This design comes from an exercise in tuning for small area and a short achievable clock period on the open sky130 flow, not from production work.
The RTL was checked by simulation tests, not by an equivalence proof against the original design.
No activity file was given, so power comes from the tool's default toggle rates.

==> wip/zinc: inputs <==
==> flow/design.v <==
package bc_addr_pkg;
    typedef logic [16-1:0] word_addr_t;
    typedef logic [5-1:0] burstcount_t;
endpackage
package bc_ctrl_pkg;
    typedef enum logic {
        CAPT_EMPTY,
        CAPT_HELD
    } capt_state_e;
    typedef enum logic {
        REP_IDLE,
        REP_IN_BURST
    } rep_state_e;
endpackage
`timescale 1ns/1ps
module word_addr_adder (
    input  logic                                    clock,
    input  logic                                    aclrn,
    input  logic                                    i_valid,
    input  bc_addr_pkg::word_addr_t                              i_base_addr,
    input  logic [1:0]                              i_add_to_base_addr,
    output logic                                    o_valid,       
    output logic [(((16 / 2) < 5) ? 
                                 5 : (16 / 2))-1:0]               o_addr_lo,
    output logic [16-1:(((16 / 2) < 5) ? 
                                 5 : (16 / 2))] o_addr_hi      
);
    localparam int HI_W = 16 - (((16 / 2) < 5) ? 
                                 5 : (16 / 2));
    logic [(((16 / 2) < 5) ? 
                                 5 : (16 / 2)):0] sum_lo;      
    logic [HI_W-1:0]         base_hi;     
    always_ff @(posedge clock or negedge aclrn) begin
        if (!aclrn) begin
            o_valid <= 1'b0;
        end else begin
            o_valid <= i_valid;
        end
    end
    always_ff @(posedge clock) begin
        sum_lo  <= i_base_addr[(((16 / 2) < 5) ? 
                                 5 : (16 / 2))-1:0] + ((((16 / 2) < 5) ? 
                                 5 : (16 / 2)) + 1)'(i_add_to_base_addr);
        base_hi <= i_base_addr[16-1:(((16 / 2) < 5) ? 
                                 5 : (16 / 2))];
        o_addr_hi <= base_hi + HI_W'(sum_lo[(((16 / 2) < 5) ? 
                                 5 : (16 / 2))]);
    end
    assign o_addr_lo = sum_lo[(((16 / 2) < 5) ? 
                                 5 : (16 / 2))-1:0];     
endmodule
`timescale 1ns/1ps
module burst_builder (
    input  logic                                    clock,
    input  logic                                    aclrn,
    input  logic                                    i_valid,
    input  logic [(((16 / 2) < 5) ? 
                                 5 : (16 / 2))-1:0]               i_addr_lo,     
    input  logic [16-1:(((16 / 2) < 5) ? 
                                 5 : (16 / 2))] i_addr_hi,     
    input  logic                                    i_disable_timeout,
    output logic                                    o_burst_valid,
    output bc_addr_pkg::word_addr_t                              o_burst_addr,
    output bc_addr_pkg::burstcount_t                             o_burst_count
);
    localparam int BB   = $clog2((1 << (5 - 1)));         
    localparam int TO_W = $clog2(8);
    localparam int HI_W = 16 - (((16 / 2) < 5) ? 
                                 5 : (16 / 2));
    bc_ctrl_pkg::capt_state_e               capt_state;
    logic [(((16 / 2) < 5) ? 
                                 5 : (16 / 2))-1:0] capt_lo;
    logic [BB-1:0]             capt_next_in_burst;    
    logic                      capt_not_at_bound;     
    logic [HI_W-1:0]           capt_hi;
    logic [(((16 / 2) < 5) ? 
                                 5 : (16 / 2))-1:0] capt_next_lo;
    logic                      late_valid;
    logic                      held;
    logic                      cont_valid;            
    logic                      late_cont_valid;
    logic                      match_lo;              
    logic                      late_match;            
    logic                      coal_continue;
    logic                      late_done;
    logic [(((16 / 2) < 5) ? 
                                 5 : (16 / 2))-1:0] late_capt_lo;
    logic                      coal_done;             
    bc_addr_pkg::word_addr_t                coal_addr;
    logic [TO_W-1:0]           idle_cnt;
    logic                      timeout;
    logic                      add_one;
    logic                      load_next;             
    assign held = (capt_state == bc_ctrl_pkg::CAPT_HELD);
    always_ff @(posedge clock or negedge aclrn) begin
        if (!aclrn) begin
            capt_state <= bc_ctrl_pkg::CAPT_EMPTY;
        end else if (i_valid) begin
            capt_state <= bc_ctrl_pkg::CAPT_HELD;
        end else if (timeout) begin
            capt_state <= bc_ctrl_pkg::CAPT_EMPTY;     
        end
    end
    always_ff @(posedge clock) begin
        if (i_valid) begin
            capt_lo            <= i_addr_lo;
            capt_next_in_burst <= i_addr_lo[BB-1:0] + 1'b1;
            capt_not_at_bound  <= ~&i_addr_lo[BB-1:0];     
        end
        if (late_valid) begin
            capt_hi <= i_addr_hi;     
        end
        match_lo     <= (i_addr_lo == capt_next_lo);
        late_match   <= match_lo & (i_addr_hi == capt_hi);     
        late_capt_lo <= capt_lo;
        coal_addr    <= {capt_hi, late_capt_lo};
    end
    assign capt_next_lo  = {capt_lo[(((16 / 2) < 5) ? 
                                 5 : (16 / 2))-1:BB], capt_next_in_burst};
    assign coal_continue = late_match & late_cont_valid;
    assign timeout = held & ~i_valid & ~i_disable_timeout &
                     (idle_cnt == TO_W'(8 - 1));
    always_ff @(posedge clock or negedge aclrn) begin
        if (!aclrn) begin
            idle_cnt <= '0;
        end else if (i_valid || !held) begin
            idle_cnt <= '0;
        end else if (!i_disable_timeout) begin
            idle_cnt <= idle_cnt + 1'b1;
        end
    end
    always_ff @(posedge clock or negedge aclrn) begin
        if (!aclrn) begin
            late_valid      <= 1'b0;
            cont_valid      <= 1'b0;
            late_cont_valid <= 1'b0;
            late_done       <= 1'b0;
            coal_done       <= 1'b0;
            o_burst_valid   <= 1'b0;
            add_one         <= 1'b0;
            load_next       <= 1'b1;     
            o_burst_count   <= bc_addr_pkg::burstcount_t'(1);
        end else begin
            late_valid      <= i_valid;
            cont_valid      <= i_valid & held & capt_not_at_bound;
            late_cont_valid <= cont_valid;
            late_done       <= timeout | (i_valid & held);     
            coal_done       <= late_done;
            o_burst_valid   <= coal_done & ~coal_continue;
            add_one         <= coal_done & coal_continue;
            if (coal_done) begin
                load_next <= ~coal_continue;
            end
            if (o_burst_valid) begin
                o_burst_count <= bc_addr_pkg::burstcount_t'(1);
            end
            if (add_one) begin
                o_burst_count <= o_burst_count + 1'b1;
            end
        end
    end
    always_ff @(posedge clock) begin
        if (coal_done && load_next) begin
            o_burst_addr <= coal_addr;     
        end
    end
endmodule
`timescale 1ns/1ps
module show_ahead_fifo #(
    parameter int WIDTH     = 8,
    parameter int DEPTH     = 16,     
    parameter int AF_CUTOFF = 1       
) (
    input  logic             clock,
    input  logic             aclrn,
    input  logic             i_wr_req,
    input  logic [WIDTH-1:0] i_wr_data,
    input  logic             i_rd_ack,      
    output logic [WIDTH-1:0] o_rd_data,     
    output logic             o_empty,
    output logic             o_almost_full
);
    localparam int PTR_W = $clog2(DEPTH);
    localparam int CNT_W = $clog2(DEPTH + 1);
    logic [WIDTH-1:0] mem [DEPTH];
    logic [PTR_W-1:0] wr_ptr;
    logic [PTR_W-1:0] rd_ptr;
    logic [CNT_W-1:0] count;     
    always_ff @(posedge clock or negedge aclrn) begin
        if (!aclrn) begin
            wr_ptr <= '0;
            rd_ptr <= '0;
            count  <= '0;
        end else begin
            if (i_wr_req) wr_ptr <= wr_ptr + 1'b1;
            if (i_rd_ack) rd_ptr <= rd_ptr + 1'b1;
            if (i_wr_req && !i_rd_ack) begin
                count <= count + 1'b1;
            end else if (!i_wr_req && i_rd_ack) begin
                count <= count - 1'b1;
            end
        end
    end
    always_ff @(posedge clock) begin
        if (i_wr_req) begin
            mem[wr_ptr] <= i_wr_data;
        end
    end
    assign o_rd_data     = mem[rd_ptr];     
    assign o_empty       = (count == '0);   
    assign o_almost_full = (count >= CNT_W'(DEPTH - AF_CUTOFF));
endmodule
`timescale 1ns/1ps
module burst_repeater (
    input  logic        clock,
    input  logic        aclrn,
    input  logic        i_rep_empty,
    input  bc_addr_pkg::word_addr_t  i_rep_addr,
    input  bc_addr_pkg::burstcount_t i_rep_count,
    output logic        o_rep_rd_ack,        
    input  logic        i_ctrl_almost_full,
    output logic        o_ctrl_wr_req,
    output bc_addr_pkg::word_addr_t  o_ctrl_addr,
    output bc_addr_pkg::burstcount_t o_ctrl_count
);
    bc_ctrl_pkg::rep_state_e  state;
    bc_addr_pkg::burstcount_t remaining;        
    logic        remaining_eq_two;
    logic        go;               
    logic        is_last;
    assign go      = ~i_rep_empty & ~i_ctrl_almost_full;
    assign is_last = (state == bc_ctrl_pkg::REP_IN_BURST) ? remaining_eq_two
                                             : (i_rep_count == bc_addr_pkg::burstcount_t'(1));
    assign o_rep_rd_ack  = go & is_last;
    assign o_ctrl_wr_req = go;            
    assign o_ctrl_addr   = i_rep_addr;    
    assign o_ctrl_count  = i_rep_count;
    always_ff @(posedge clock or negedge aclrn) begin
        if (!aclrn) begin
            state            <= bc_ctrl_pkg::REP_IDLE;
            remaining        <= '0;
            remaining_eq_two <= 1'b0;
        end else if (go) begin
            if (state == bc_ctrl_pkg::REP_IDLE) begin
                remaining        <= i_rep_count;
                remaining_eq_two <= (i_rep_count == bc_addr_pkg::burstcount_t'(2));
                if (i_rep_count != bc_addr_pkg::burstcount_t'(1)) state <= bc_ctrl_pkg::REP_IN_BURST;
            end else begin
                remaining        <= remaining - 1'b1;
                remaining_eq_two <= (remaining == bc_addr_pkg::burstcount_t'(3));     
                if (remaining_eq_two) state <= bc_ctrl_pkg::REP_IDLE;
            end
        end
    end
endmodule
`timescale 1ns/1ps
module ctrl_queue (
    input  logic        clock,
    input  logic        aclrn,
    input  logic        i_wr_req,
    input  bc_addr_pkg::word_addr_t  i_wr_addr,
    input  bc_addr_pkg::burstcount_t i_wr_count,
    input  logic        i_rd_ack,
    output logic        o_empty,
    output bc_addr_pkg::word_addr_t  o_rd_addr,
    output bc_addr_pkg::burstcount_t o_rd_count,
    output logic        o_almost_full,
    output logic        o_disable_timeout     
);
    localparam int OCC_W = $clog2(64 + 1);
    logic [1:0]       occ_update;     
    logic [OCC_W-1:0] occ;            
    show_ahead_fifo #(
        .WIDTH     (5 + 16),
        .DEPTH     (64),
        .AF_CUTOFF (1)
    ) u_fifo (
        .clock         (clock),
        .aclrn         (aclrn),
        .i_wr_req      (i_wr_req),
        .i_wr_data     ({i_wr_count, i_wr_addr}),
        .i_rd_ack      (i_rd_ack),
        .o_rd_data     ({o_rd_count, o_rd_addr}),
        .o_empty       (o_empty),
        .o_almost_full (o_almost_full)
    );
    assign occ_update = (i_wr_req && !i_rd_ack) ? 2'b01 :
                        (!i_wr_req && i_rd_ack) ? 2'b11 : 2'b00;
    always_ff @(posedge clock or negedge aclrn) begin
        if (!aclrn) begin
            occ               <= '0;
            o_disable_timeout <= 1'b0;
        end else begin
            occ <= occ + {{(OCC_W - 1){occ_update[1]}}, occ_update[0]};
            o_disable_timeout <= (occ >= OCC_W'(64 / 2));
        end
    end
endmodule
`timescale 1ns/1ps
module burst_coalescer (
    input  logic        clock,
    input  logic        aclrn,
    input  logic        i_valid,
    input  bc_addr_pkg::word_addr_t  i_base_addr,
    input  logic [1:0]  i_add_to_base_addr,
    output logic        o_almost_full,         
    output logic        o_ctrl_empty,
    input  logic        i_ctrl_rd_ack,
    output bc_addr_pkg::word_addr_t  o_word_address,
    output bc_addr_pkg::burstcount_t o_burstcount,
    output logic        o_disable_timeout
);
    logic                                    addr_valid;
    logic [(((16 / 2) < 5) ? 
                                 5 : (16 / 2))-1:0]               addr_lo;
    logic [16-1:(((16 / 2) < 5) ? 
                                 5 : (16 / 2))] addr_hi;
    logic        burst_valid;
    bc_addr_pkg::word_addr_t  burst_addr;
    bc_addr_pkg::burstcount_t burst_count;
    logic        rep_empty;
    logic        rep_rd_ack;
    bc_addr_pkg::word_addr_t  rep_addr;
    bc_addr_pkg::burstcount_t rep_count;
    logic        ctrl_wr_req;
    bc_addr_pkg::word_addr_t  ctrl_addr;
    bc_addr_pkg::burstcount_t ctrl_count;
    logic        ctrl_almost_full;
    word_addr_adder u_adder (
        .clock (clock), .aclrn (aclrn),
        .i_valid (i_valid), .i_base_addr (i_base_addr), .i_add_to_base_addr (i_add_to_base_addr),
        .o_valid (addr_valid), .o_addr_lo (addr_lo), .o_addr_hi (addr_hi)
    );
    burst_builder u_builder (
        .clock (clock), .aclrn (aclrn),
        .i_valid (addr_valid), .i_addr_lo (addr_lo), .i_addr_hi (addr_hi),
        .i_disable_timeout (o_disable_timeout),
        .o_burst_valid (burst_valid), .o_burst_addr (burst_addr), .o_burst_count (burst_count)
    );
    show_ahead_fifo #(
        .WIDTH     (5 + 16),
        .DEPTH     (32),
        .AF_CUTOFF ((0 + 5))
    ) u_repeat_fifo (
        .clock (clock), .aclrn (aclrn),
        .i_wr_req (burst_valid), .i_wr_data ({burst_count, burst_addr}),
        .i_rd_ack (rep_rd_ack), .o_rd_data ({rep_count, rep_addr}),
        .o_empty (rep_empty), .o_almost_full (o_almost_full)
    );
    burst_repeater u_repeater (
        .clock (clock), .aclrn (aclrn),
        .i_rep_empty (rep_empty), .i_rep_addr (rep_addr), .i_rep_count (rep_count),
        .o_rep_rd_ack (rep_rd_ack), .i_ctrl_almost_full (ctrl_almost_full),
        .o_ctrl_wr_req (ctrl_wr_req), .o_ctrl_addr (ctrl_addr), .o_ctrl_count (ctrl_count)
    );
    ctrl_queue u_ctrl_queue (
        .clock (clock), .aclrn (aclrn),
        .i_wr_req (ctrl_wr_req), .i_wr_addr (ctrl_addr), .i_wr_count (ctrl_count),
        .i_rd_ack (i_ctrl_rd_ack), .o_empty (o_ctrl_empty),
        .o_rd_addr (o_word_address), .o_rd_count (o_burstcount),
        .o_almost_full (ctrl_almost_full), .o_disable_timeout (o_disable_timeout)
    );
endmodule
==> flow/run.sh <==
#!/bin/bash
# synth_recipe.tcl (not shown) runs the flow's synth.tcl, then flattens the netlist and writes it again
# the make line also repeats each setting of config.mk as NAME=value (left out here)
make -C /OpenROAD-flow-scripts/flow DESIGN_CONFIG=/design/flow/config.mk WORK_HOME=/design/flow/orfs CLKGATE_MAP_FILE= SYNTH_SCRIPT=/design/flow/synth_recipe.tcl finish
==> flow/config.mk <==
export PLATFORM = sky130hd
export DESIGN_NAME = burst_coalescer
export DESIGN_NICKNAME = burst_coalescer
export VERILOG_FILES = /design/flow/design.v
export SDC_FILE = /design/flow/constraint.sdc
export NUM_CORES = 4
export LEC_CHECK = 0
export CAP_MARGIN = 20
export CORE_MARGIN = 2
export CORE_UTILIZATION = 40
export SLEW_MARGIN = 20
==> flow/constraint.sdc <==
create_clock -name core_clock -period 5.5 [get_ports {clock}]
set_input_delay 1.1000 -clock core_clock [delete_from_list [all_inputs] [get_ports {clock}]]
set_output_delay 1.1000 -clock core_clock [all_outputs]
set_load 0.01 [all_outputs]
==> wip/pepper (differences from wip/zinc) <==
--- a/flow/design.v
+++ b/flow/design.v
@@ -61,7 +61,7 @@
     input  logic                                    i_disable_timeout,
     output logic                                    o_burst_valid,
     output bc_addr_pkg::word_addr_t                              o_burst_addr,
-    output bc_addr_pkg::burstcount_t                             o_burst_count
+    output logic [3:0]                              o_burst_count    
 );
     localparam int BB   = $clog2((1 << (5 - 1)));         
     localparam int TO_W = $clog2(8);
@@ -139,7 +139,7 @@
             o_burst_valid   <= 1'b0;
             add_one         <= 1'b0;
             load_next       <= 1'b1;     
-            o_burst_count   <= bc_addr_pkg::burstcount_t'(1);
+            o_burst_count   <= 4'd1;
         end else begin
             late_valid      <= i_valid;
             cont_valid      <= i_valid & held & capt_not_at_bound;
@@ -152,7 +152,7 @@
                 load_next <= ~coal_continue;
             end
             if (o_burst_valid) begin
-                o_burst_count <= bc_addr_pkg::burstcount_t'(1);
+                o_burst_count <= 4'd1;
             end
             if (add_one) begin
                 o_burst_count <= o_burst_count + 1'b1;
@@ -167,9 +167,9 @@
 endmodule
 `timescale 1ns/1ps
 module show_ahead_fifo #(
-    parameter int WIDTH     = 8,
-    parameter int DEPTH     = 16,     
-    parameter int AF_CUTOFF = 1       
+    parameter int WIDTH    = 8,
+    parameter int DEPTH    = 16,     
+    parameter int AF_LEVEL = 15      
 ) (
     input  logic             clock,
     input  logic             aclrn,
@@ -184,21 +184,28 @@
     localparam int CNT_W = $clog2(DEPTH + 1);
     logic [WIDTH-1:0] mem [DEPTH];
     logic [PTR_W-1:0] wr_ptr;
-    logic [PTR_W-1:0] rd_ptr;
-    logic [CNT_W-1:0] count;     
+    logic [PTR_W-1:0] rd_next;     
+    logic [CNT_W-1:0] count;
+    logic [CNT_W-1:0] count_nx;
+    logic             head_from_wr;
+    always_comb begin
+        count_nx = count;
+        if (i_wr_req && !i_rd_ack) count_nx = count + 1'b1;
+        else if (!i_wr_req && i_rd_ack) count_nx = count - 1'b1;
+    end
     always_ff @(posedge clock or negedge aclrn) begin
         if (!aclrn) begin
-            wr_ptr <= '0;
-            rd_ptr <= '0;
-            count  <= '0;
+            wr_ptr        <= '0;
+            rd_next       <= PTR_W'(1);
+            count         <= '0;
+            o_empty       <= 1'b1;
+            o_almost_full <= 1'b0;
         end else begin
             if (i_wr_req) wr_ptr <= wr_ptr + 1'b1;
-            if (i_rd_ack) rd_ptr <= rd_ptr + 1'b1;
-            if (i_wr_req && !i_rd_ack) begin
-                count <= count + 1'b1;
-            end else if (!i_wr_req && i_rd_ack) begin
-                count <= count - 1'b1;
-            end
+            if (i_rd_ack) rd_next <= rd_next + 1'b1;
+            count         <= count_nx;
+            o_empty       <= (count_nx == '0);
+            o_almost_full <= (count_nx >= CNT_W'(AF_LEVEL));
         end
     end
     always_ff @(posedge clock) begin
@@ -206,35 +213,35 @@
             mem[wr_ptr] <= i_wr_data;
         end
     end
-    assign o_rd_data     = mem[rd_ptr];     
-    assign o_empty       = (count == '0);   
-    assign o_almost_full = (count >= CNT_W'(DEPTH - AF_CUTOFF));
+    assign head_from_wr = (count == '0) || ((count == CNT_W'(1)) && i_rd_ack);
+    always_ff @(posedge clock) begin
+        if (head_from_wr) begin
+            o_rd_data <= i_wr_data;
+        end else if (i_rd_ack) begin
+            o_rd_data <= mem[rd_next];
+        end
+    end
 endmodule
 `timescale 1ns/1ps
 module burst_repeater (
     input  logic        clock,
     input  logic        aclrn,
     input  logic        i_rep_empty,
-    input  bc_addr_pkg::word_addr_t  i_rep_addr,
-    input  bc_addr_pkg::burstcount_t i_rep_count,
+    input  logic [3:0]  i_rep_count,         
     output logic        o_rep_rd_ack,        
     input  logic        i_ctrl_almost_full,
-    output logic        o_ctrl_wr_req,
-    output bc_addr_pkg::word_addr_t  o_ctrl_addr,
-    output bc_addr_pkg::burstcount_t o_ctrl_count
+    output logic        o_ctrl_wr_req
 );
     bc_ctrl_pkg::rep_state_e  state;
-    bc_addr_pkg::burstcount_t remaining;        
+    logic [3:0]  remaining;        
     logic        remaining_eq_two;
     logic        go;               
     logic        is_last;
     assign go      = ~i_rep_empty & ~i_ctrl_almost_full;
     assign is_last = (state == bc_ctrl_pkg::REP_IN_BURST) ? remaining_eq_two
-                                             : (i_rep_count == bc_addr_pkg::burstcount_t'(1));
+                                             : (i_rep_count == 4'd1);
     assign o_rep_rd_ack  = go & is_last;
     assign o_ctrl_wr_req = go;            
-    assign o_ctrl_addr   = i_rep_addr;    
-    assign o_ctrl_count  = i_rep_count;
     always_ff @(posedge clock or negedge aclrn) begin
         if (!aclrn) begin
             state            <= bc_ctrl_pkg::REP_IDLE;
@@ -243,11 +250,11 @@
         end else if (go) begin
             if (state == bc_ctrl_pkg::REP_IDLE) begin
                 remaining        <= i_rep_count;
-                remaining_eq_two <= (i_rep_count == bc_addr_pkg::burstcount_t'(2));
-                if (i_rep_count != bc_addr_pkg::burstcount_t'(1)) state <= bc_ctrl_pkg::REP_IN_BURST;
+                remaining_eq_two <= (i_rep_count == 4'd2);
+                if (i_rep_count != 4'd1) state <= bc_ctrl_pkg::REP_IN_BURST;
             end else begin
                 remaining        <= remaining - 1'b1;
-                remaining_eq_two <= (remaining == bc_addr_pkg::burstcount_t'(3));     
+                remaining_eq_two <= (remaining == 4'd3);     
                 if (remaining_eq_two) state <= bc_ctrl_pkg::REP_IDLE;
             end
         end
@@ -259,7 +266,7 @@
     input  logic        aclrn,
     input  logic        i_wr_req,
     input  bc_addr_pkg::word_addr_t  i_wr_addr,
-    input  bc_addr_pkg::burstcount_t i_wr_count,
+    input  logic [3:0]  i_wr_count,           
     input  logic        i_rd_ack,
     output logic        o_empty,
     output bc_addr_pkg::word_addr_t  o_rd_addr,
@@ -267,32 +274,50 @@
     output logic        o_almost_full,
     output logic        o_disable_timeout     
 );
-    localparam int OCC_W = $clog2(64 + 1);
-    logic [1:0]       occ_update;     
-    logic [OCC_W-1:0] occ;            
-    show_ahead_fifo #(
-        .WIDTH     (5 + 16),
-        .DEPTH     (64),
-        .AF_CUTOFF (1)
-    ) u_fifo (
-        .clock         (clock),
-        .aclrn         (aclrn),
-        .i_wr_req      (i_wr_req),
-        .i_wr_data     ({i_wr_count, i_wr_addr}),
-        .i_rd_ack      (i_rd_ack),
-        .o_rd_data     ({o_rd_count, o_rd_addr}),
-        .o_empty       (o_empty),
-        .o_almost_full (o_almost_full)
-    );
-    assign occ_update = (i_wr_req && !i_rd_ack) ? 2'b01 :
-                        (!i_wr_req && i_rd_ack) ? 2'b11 : 2'b00;
+    localparam int DEPTH = 64;
+    localparam int PTR_W = $clog2(DEPTH);
+    localparam int CNT_W = $clog2(DEPTH + 1);
+    localparam int WIDTH = 16 + 4;
+    logic [WIDTH-1:0] mem [DEPTH];
+    logic [PTR_W-1:0] wr_ptr;
+    logic [PTR_W-1:0] rd_next;     
+    logic [CNT_W-1:0] count;
+    logic [CNT_W-1:0] count_nx;
+    logic             head_from_wr;
+    logic [WIDTH-1:0] head_nx;
+    always_comb begin
+        count_nx = count;
+        if (i_wr_req && !i_rd_ack) count_nx = count + 1'b1;
+        else if (!i_wr_req && i_rd_ack) count_nx = count - 1'b1;
+    end
     always_ff @(posedge clock or negedge aclrn) begin
         if (!aclrn) begin
-            occ               <= '0;
+            wr_ptr            <= '0;
+            rd_next           <= PTR_W'(1);
+            count             <= '0;
+            o_empty           <= 1'b1;
+            o_almost_full     <= 1'b0;
             o_disable_timeout <= 1'b0;
         end else begin
-            occ <= occ + {{(OCC_W - 1){occ_update[1]}}, occ_update[0]};
-            o_disable_timeout <= (occ >= OCC_W'(64 / 2));
+            if (i_wr_req) wr_ptr <= wr_ptr + 1'b1;
+            if (i_rd_ack) rd_next <= rd_next + 1'b1;
+            count             <= count_nx;
+            o_empty           <= (count_nx == '0);
+            o_almost_full     <= (count_nx >= CNT_W'(DEPTH - 1));
+            o_disable_timeout <= (count >= CNT_W'(DEPTH / 2));
+        end
+    end
+    always_ff @(posedge clock) begin
+        if (i_wr_req) begin
+            mem[wr_ptr] <= {i_wr_count, i_wr_addr};
+        end
+    end
+    assign head_from_wr = (count == '0) || ((count == CNT_W'(1)) && i_rd_ack);
+    assign head_nx      = head_from_wr ? {i_wr_count, i_wr_addr} : mem[rd_next];
+    always_ff @(posedge clock) begin
+        if (head_from_wr || i_rd_ack) begin
+            o_rd_addr  <= head_nx[16-1:0];
+            o_rd_count <= {(head_nx[WIDTH-1:16] == 4'd0), head_nx[WIDTH-1:16]};
         end
     end
 endmodule
@@ -317,14 +342,12 @@
                                  5 : (16 / 2))] addr_hi;
     logic        burst_valid;
     bc_addr_pkg::word_addr_t  burst_addr;
-    bc_addr_pkg::burstcount_t burst_count;
+    logic [3:0]  burst_count;     
     logic        rep_empty;
     logic        rep_rd_ack;
     bc_addr_pkg::word_addr_t  rep_addr;
-    bc_addr_pkg::burstcount_t rep_count;
+    logic [3:0]  rep_count;
     logic        ctrl_wr_req;
-    bc_addr_pkg::word_addr_t  ctrl_addr;
-    bc_addr_pkg::burstcount_t ctrl_count;
     logic        ctrl_almost_full;
     word_addr_adder u_adder (
         .clock (clock), .aclrn (aclrn),
@@ -338,9 +361,9 @@
         .o_burst_valid (burst_valid), .o_burst_addr (burst_addr), .o_burst_count (burst_count)
     );
     show_ahead_fifo #(
-        .WIDTH     (5 + 16),
+        .WIDTH     (4 + 16),
         .DEPTH     (32),
-        .AF_CUTOFF ((0 + 5))
+        .AF_LEVEL  (32 - (0 + 5))
     ) u_repeat_fifo (
         .clock (clock), .aclrn (aclrn),
         .i_wr_req (burst_valid), .i_wr_data ({burst_count, burst_addr}),
@@ -349,13 +372,13 @@
     );
     burst_repeater u_repeater (
         .clock (clock), .aclrn (aclrn),
-        .i_rep_empty (rep_empty), .i_rep_addr (rep_addr), .i_rep_count (rep_count),
+        .i_rep_empty (rep_empty), .i_rep_count (rep_count),
         .o_rep_rd_ack (rep_rd_ack), .i_ctrl_almost_full (ctrl_almost_full),
-        .o_ctrl_wr_req (ctrl_wr_req), .o_ctrl_addr (ctrl_addr), .o_ctrl_count (ctrl_count)
+        .o_ctrl_wr_req (ctrl_wr_req)
     );
     ctrl_queue u_ctrl_queue (
         .clock (clock), .aclrn (aclrn),
-        .i_wr_req (ctrl_wr_req), .i_wr_addr (ctrl_addr), .i_wr_count (ctrl_count),
+        .i_wr_req (ctrl_wr_req), .i_wr_addr (rep_addr), .i_wr_count (rep_count),
         .i_rd_ack (i_ctrl_rd_ack), .o_empty (o_ctrl_empty),
         .o_rd_addr (o_word_address), .o_rd_count (o_burstcount),
         .o_almost_full (ctrl_almost_full), .o_disable_timeout (o_disable_timeout)
CORE_UTILIZATION = 65   (was 40)
PLACE_DENSITY = 0.75   (was default)
SETUP_SLACK_MARGIN = 3.0   (was default)
==> comparison <==
- Of wip/pepper and wip/zinc, wip/zinc has the higher final cell count (gap about 13%, measured against wip/zinc).
- Of wip/pepper and wip/zinc, wip/pepper has the higher critical path depth (gap 5).
- Against wip/pepper, the non-clock buffer count of wip/zinc is lower by 179.
- In wip/pepper the register-to-register slack is better than in wip/zinc, by 1100 ps.
- Against wip/zinc, the routed wire length of wip/pepper is larger by 32%.
- Sequential power: wip/zinc is larger than wip/pepper (about 3%).

port drivers added, routing unchanged:
No port has a modelled driver above. Below, the same layouts with a new extraction and two added sets of constraints. Step 1 (the two cells are an assumption about what drives the block):
set clk [get_ports {clock}]
set_driving_cell -lib_cell sky130_fd_sc_hd__clkbuf_16 $clk
set_driving_cell -lib_cell sky130_fd_sc_hd__buf_2 [delete_from_list [all_inputs] $clk]
Step 2 moves the port delays by t, midway between the first and last clock arrival at a register: inputs arrive t later, outputs are due t later. That takes back most of the time a late clock gives input paths. Three values: no drivers, after step 1, after step 2; two values: the first two.
run	t, ns	setup slack, ns	clock arrival spread, ns	worst slew at a driven data input, ns	pins driven straight from the clock port
wip/zinc	0.894	0.145 / 0.067 / 0.953	0.058 / 0.058	0.05	1
wip/pepper	0.926	2.083 / 2.083 / 1.983	0.051 / 0.051	0.03	1
After both steps every run listed still meets setup and hold. The setup slack of wip/pepper, which loses most, moves by 0.000 ns with the drivers and by -0.100 ns with both steps.
